This design comes from an exercise in tuning for small area, a short achievable clock period and few clock cycles per item on the open sky130 flow, not from production work. Only simulation tests tie the RTL to the original design; equivalence was not proved. Power figures rest on the tool's default switching activity, not on a simulated workload.

==> flow/design.v (excerpt) <==
module stochastic_calcium_cluster_step #(
   parameter int NUM_CLUSTERS = scs_pkg::NUM_CLUSTERS_DEF,
   parameter int MAX_CHANNELS = scs_pkg::MAX_CHANNELS_DEF
) (
   input  logic                            clock,
   input  logic                            reset,
   input  logic                            req_tvalid,
   output logic                            req_tready,
   input  logic [scs_pkg::REQ_DATA_W-1:0]  req_tdata,
   input  logic                            req_tlast,
   output logic                            rsp_tvalid,
   input  logic                            rsp_tready,
   output logic [scs_pkg::RSP_DATA_W-1:0]  rsp_tdata,
   output logic                            rsp_tuser,
   input  logic                            csr_we,
   input  logic [scs_pkg::CSR_IDX_W-1:0]   csr_index,
   input  logic [scs_pkg::CSR_DATA_W-1:0]  csr_wdata
);
   localparam int NC = 10;    
   localparam int NP = 3;     
  ...
clock: 11.0 ns
lec_check: 0
cap_margin: 20
core_margin: 2
core_utilization: 40
place_density: 0.6
setup_slack_margin: 3
slew_margin: 20
run.sh (not shown) runs the stock make flow with config.mk's settings and CLKGATE_MAP_FILE= SYNTH_SCRIPT=/design/flow/synth_recipe.tcl, a recipe that flattens the netlist after the stock synthesis.
Testbench counts at the start, summed over its fixed seeds: cycles 3,751, steps 320.
Edit:
--- a/flow/design.v
+++ b/flow/design.v
@@ -153,21 +153,21 @@
    logic [44:0] acc_q;
    logic [7:0]  tsn_q;
    logic [2:0]  skip_q;
    logic        d_div, d_fin;
    logic [23:0] os_d;                 
    logic [40:0] d_q, r_q;
    logic [3:0]  cnt_q;
    logic [2:0]  g_q;
    logic [47:0] h_q;
    logic        rsp_v;
-   logic [NC-1:0] in_oh, req_oh, zblk;
+   logic [NC-1:0] in_oh, req_oh;
    logic [4:0]    s_old, s_new;
    logic          s_zero, s_neg, req_ok, guess, src_last, hit_pend;
    logic          lt_refr, lt_close, lt_p;
    logic          blk, take, upd, launch, launch_ok;
    logic [23:0]   req_r;
    logic [3:0]    src_d, src_i, draw_v, nref;
    assign launch_ok = ms[M_WAIT] & ~m_den & (nl_q != 2'd2) & ~rsp_v;
    always_comb begin
       for (int i = 0; i < NC; i++) in_oh[i] = req_tdata[33:28] == 6'(i);
       req_oh   = in_oh;
@@ -178,23 +178,21 @@
       s_old    = 5'd0;
       for (int i = 0; i < NC; i++) s_old = s_old | (req_oh[i] ? cs[i] : 5'd0);
       req_ok   = |req_oh;
       s_zero   = s_old == 5'd0;
       s_neg    = s_old[4];
       lt_refr  = req_r < refr_q;
       lt_close = req_r < close_q;
       lt_p     = req_r < p_q;
       hit_pend = |(req_oh & pendc);
       guess    = req_ok & s_zero & (nl_q != 2'd0);
-      for (int i = 0; i < NC; i++)
-         zblk[i] = pendc[i] | ((cs[i] == 5'd0) & (nl_q != 2'd0) & (&pv));
-      blk      = (|(req_oh & zblk)) | (src_last & ~launch_ok);
+      blk      = hit_pend | (guess & (&pv)) | (src_last & ~launch_ok);
       take     = req_tvalid & ~blk;
       upd      = take & req_ok;
       launch   = take & src_last;
       draw_v   = (src_d == 4'd0) ? 4'd1 : src_d;
       nref     = (rnum_q == 4'd0) ? 4'd1 : rnum_q;
       s_new    = s_old;
       if (s_neg) begin
          if (lt_refr) s_new = s_old + 5'd1;
       end else if (s_zero) begin
          if (lt_p) s_new = {1'b0, draw_v};
Outcome:
- Now the flow completed, yet does not pass: capacitance limit, slew limit
- cell count goes down by 0.68%
- worst setup slack gains 0.053 ns
- power fell by 10%
- non-clock buffer count falls by 40
- routed wire length falls by 3.5%
- worst hold slack barely changes
- area after synthesis drops by 1.2%
- combinational power falls by 23%
- fmax rises by 0.69%
- global-route usage falls by 1.0 points
Testbench counts after the change, summed over its fixed seeds: cycles 3,751, steps 320.


stochastic_calcium_cluster_step, a different RTL version from the one above (not shown whole).
For scale: roughly 810 flip-flops, ~120 I/O pins, ~72,000 µm² of cells after synthesis.
==> flow/config.mk <==
export PLATFORM = sky130hd
export DESIGN_NAME = stochastic_calcium_cluster_step
export DESIGN_NICKNAME = stochastic_calcium_cluster_step
export VERILOG_FILES = /design/flow/design.v
export SDC_FILE = /design/flow/constraint.sdc
export NUM_CORES = 4
export LEC_CHECK = 0
export CAP_MARGIN = 20
export CORE_MARGIN = 2
export CORE_UTILIZATION = 40
export PLACE_DENSITY = 0.6
export SETUP_SLACK_MARGIN = 3
export SLEW_MARGIN = 20
==> flow/constraint.sdc <==
create_clock -name core_clock -period 11.0 [get_ports {clock}]
set_input_delay 2.2000 -clock core_clock [delete_from_list [all_inputs] [get_ports {clock}]]
set_output_delay 2.2000 -clock core_clock [all_outputs]
set_load 0.01 [all_outputs]
Testbench counts at the start, summed over its fixed seeds: cycles 3,806, steps 320.
Edit:
--- a/flow/design.v
+++ b/flow/design.v
@@ -154,28 +154,25 @@
    logic        d_div, d_fin;
    logic [23:0] os_d;                 
    logic [40:0] d_q, r_q;
    logic [3:0]  cnt_q;
    logic [2:0]  g_q;
    logic [47:0] h_q;
-   logic [7:0]  dtsn_q;
-   logic [23:0] dca_q;
-   logic        dspk_q;
    logic        rsp_v;
    logic          dfr_v;
    logic [23:0]   dfr_r;
    logic [3:0]    dfr_d, dfr_i;
    logic [NC-1:0] dfr_oh;
    logic [NC-1:0] in_oh, req_oh;
    logic [4:0]    s_old, s_new;
    logic          s_zero, s_neg, req_ok, guess, replay, src_last, hit_pend;
    logic          lt_refr, lt_close, lt_p;
    logic          blk, take, upd, launch, launch_ok, defer;
    logic [23:0]   req_r;
    logic [3:0]    src_d, src_i, draw_v, nref;
-   assign launch_ok = ms[M_WAIT] & ~m_den & (nl_q != 2'd2);
+   assign launch_ok = ms[M_WAIT] & ~m_den & (nl_q != 2'd2) & ~rsp_v;
    always_comb begin
       for (int i = 0; i < NC; i++) in_oh[i] = req_tdata[33:28] == 6'(i);
       replay   = dfr_v & ~|(dfr_oh & pendc);
       req_oh   = replay ? dfr_oh : in_oh;
       req_r    = replay ? dfr_r : req_tdata[23:0];
       src_d    = replay ? dfr_d : req_tdata[27:24];
@@ -300,30 +297,29 @@
       end
    end
    logic [31:0] ma;
    logic [23:0] mb;
    logic [11:0] mdig;
    logic [44:0] madd, msum;
-   logic        mact, leak_mul;
+   logic        leak_mul;
    always_comb begin
       leak_mul = ms[M_LK] | ms[M_LEAK];
       ma = ({32{ms[M_CA]}} & {8'd0, puff_q})
          | ({32{ms[M_SQ]}} & {8'd0, cn_q})
          | ({32{ms[M_CB]}} & x_q[31:0])
          | ({32{leak_mul}} & {8'd0, lk_q});
       mb = ({24{ms[M_CA]}} & {16'd0, tsn_q})
          | ({24{ms[M_SQ] | ms[M_CB] | leak_mul}} & cn_q);
       madd = ({45{ms[M_CA]}} & 45'(base_q))
            | ({45{ms[M_CB]}} & (45'd1 << 32))
            | ({45{leak_mul}} & (45'd1 << 23));
-      mact = ms[M_CA] | ms[M_SQ] | ms[M_CB] | leak_mul;
       mdig = mc_q ? mb[23:12] : mb[11:0];
       msum = (mc_q ? acc_q : madd) + ma * mdig;
    end
    always_ff @(posedge clock) begin
-      if (mact) acc_q <= msum >> 12;
+      acc_q <= msum >> 12;    
    end
    logic [4:0] msb_a, msb_b;
    logic [5:0] ab;
    logic [2:0] skip;
    always_comb begin
       msb_a = 5'd0;
@@ -349,12 +345,16 @@
    assign cl_neg  = ~|msum[32:25];
    assign cl_over = (|msum[32:26]) | (msum[25] & msum[24]);
    assign cl_v    = cl_neg ? 24'd0 : (cl_over ? 24'hFF_FFFF : msum[23:0]);
    scs_bk_add #(.W(26)) u_base (
       .a({2'b10, mca_q}), .b(neg_q ? {2'b0, acc_q[23:0]} : ~{2'b0, acc_q[23:0]}),
       .ci(~neg_q), .s(base_n), .co(base_co));
+   logic [24:0] thr_d;
+   logic        thr_co;
+   scs_bk_add #(.W(25)) u_thr (
+      .a({1'b0, cn_q}), .b(~{1'b0, thr_q}), .ci(1'b1), .s(thr_d), .co(thr_co));
    logic csr_hit;
    assign csr_hit = csr_we && (csr_index == 3'd4 || csr_index == 3'd6);
    logic handoff, rsp_free, pdone;
    assign rsp_free = ~rsp_v | rsp_tready;
    assign handoff  = m_den & (m_conf | (vfy_q & ~mispredict)) & ~d_div & ~d_fin & rsp_free;
    always_ff @(posedge clock) begin
@@ -407,14 +407,14 @@
             cn_q <= cl_v;
             ms   <= 9'd1 << M_SQ;
          end
          if (ms[M_SQ]) begin
             mc_q <= ~mc_q;
             if (!mc_q) begin
-               mspk_q <= cn_q >= thr_q;
-               mca_q  <= (cn_q >= thr_q) ? rest_q : cn_q;
+               mspk_q <= ~thr_d[24];
+               mca_q  <= thr_d[24] ? cn_q : rest_q;
             end else begin
                x_q <= 41'(msum[35:4]);
                ms  <= 9'd1 << M_CB;
             end
          end
          if (ms[M_CB]) begin
@@ -519,26 +519,17 @@
          vfy_q  <= 1'b0;
       end else begin
          vfy_q <= pdone;
          nl_q  <= nl_q + {1'b0, launch} - {1'b0, pdone};
          if (handoff) begin
             d_q    <= x_q;
-            r_q    <= 41'((41'd1 << (16 + 3 * skip_q)) - 41'd1);
             cnt_q  <= 4'd8 - 4'(skip_q);
-            g_q    <= (skip_q == 3'd0) ? 3'd7 : 3'd0;
-            h_q    <= h_init;
-            dtsn_q <= tsn_q;
-            dca_q  <= mca_q;
-            dspk_q <= mspk_q;
             os_d   <= os_q;
             d_div  <= 1'b1;
          end
          if (d_div) begin
-            r_q   <= r2;
-            g_q   <= {g1, g2};
-            h_q   <= h_n;
             cnt_q <= cnt_q - 4'd1;
             if (cnt_q == 4'd1) begin
                d_div <= 1'b0;
                d_fin <= 1'b1;
             end
          end
@@ -547,10 +538,21 @@
             d_fin <= 1'b0;
          end
          if (handoff)         rsp_v <= 1'b1;
          else if (rsp_tready) rsp_v <= 1'b0;
       end
    end
+   always_ff @(posedge clock) begin
+      if (handoff) begin
+         r_q <= 41'((41'd1 << (16 + 3 * skip_q)) - 41'd1);
+         g_q <= (skip_q == 3'd0) ? 3'd7 : 3'd0;
+         h_q <= h_init;
+      end else begin
+         r_q <= r2;
+         g_q <= {g1, g2};
+         h_q <= h_n;
+      end
+   end
    assign rsp_tvalid = rsp_v;
-   assign rsp_tdata  = {6'd0, dca_q, 2'd0, dtsn_q};
-   assign rsp_tuser  = dspk_q;
+   assign rsp_tdata  = {6'd0, mca_q, 2'd0, tsn_q};
+   assign rsp_tuser  = mspk_q;
 endmodule
The new run finished with timing, DRC and antenna clean. Hold slack hardly moves. Final area decreases slightly. Setup slack degrades by 0.12 ns. Total power grows by well over a third. Die area is lower by a few percent. Non-clock buffer count is higher by 121. Sequential share of layout area went down by 2.5 points. Maximum frequency shrinks slightly. Register-to-register slack gets worse by 0.12 ns. Critical path depth is unchanged.
Testbench counts after the change, summed over its fixed seeds: cycles 3,806, steps 320.

-- afterwards: timing with drivers on the ports --
The results above use ideal ports. As a check the final layouts listed here were re-extracted and re-timed, cells and wires unchanged. Step 1 assumes that a clkbuf_16 drives the clock port and a buf_2 every other input. Step 2 adds t to the input delays and takes it off the output delays; t is the mean of the earliest and latest rising clock arrival at the registers after step 1. Input paths then give back, and output paths get back, about the clock's delay inside the block. Slacks: no drivers / after step 1 / after step 2; pairs: no drivers / after step 1.
run | shift t [ns] | slack for setup (ns) | latest minus earliest clock arrival (ns) | pins driven straight from the clock port
the first run of note 1 | 0.791 | 3.168 / 3.168 / 2.467 | 0.075 / 0.075 | 1
the second run of note 1 | 0.775 | 3.221 / 3.199 / 2.573 | 0.100 / 0.100 | 1
the first run of note 2 | 0.800 | 3.006 / 3.006 / 3.006 | 0.068 / 0.067 | 1
the second run of note 2 | 0.791 | 2.885 / 2.885 / 2.885 | 0.056 / 0.056 | 1
For the first run of note 1, which loses most, drivers alone change the setup slack by 0.000 ns; drivers and shift together by -0.701 ns.
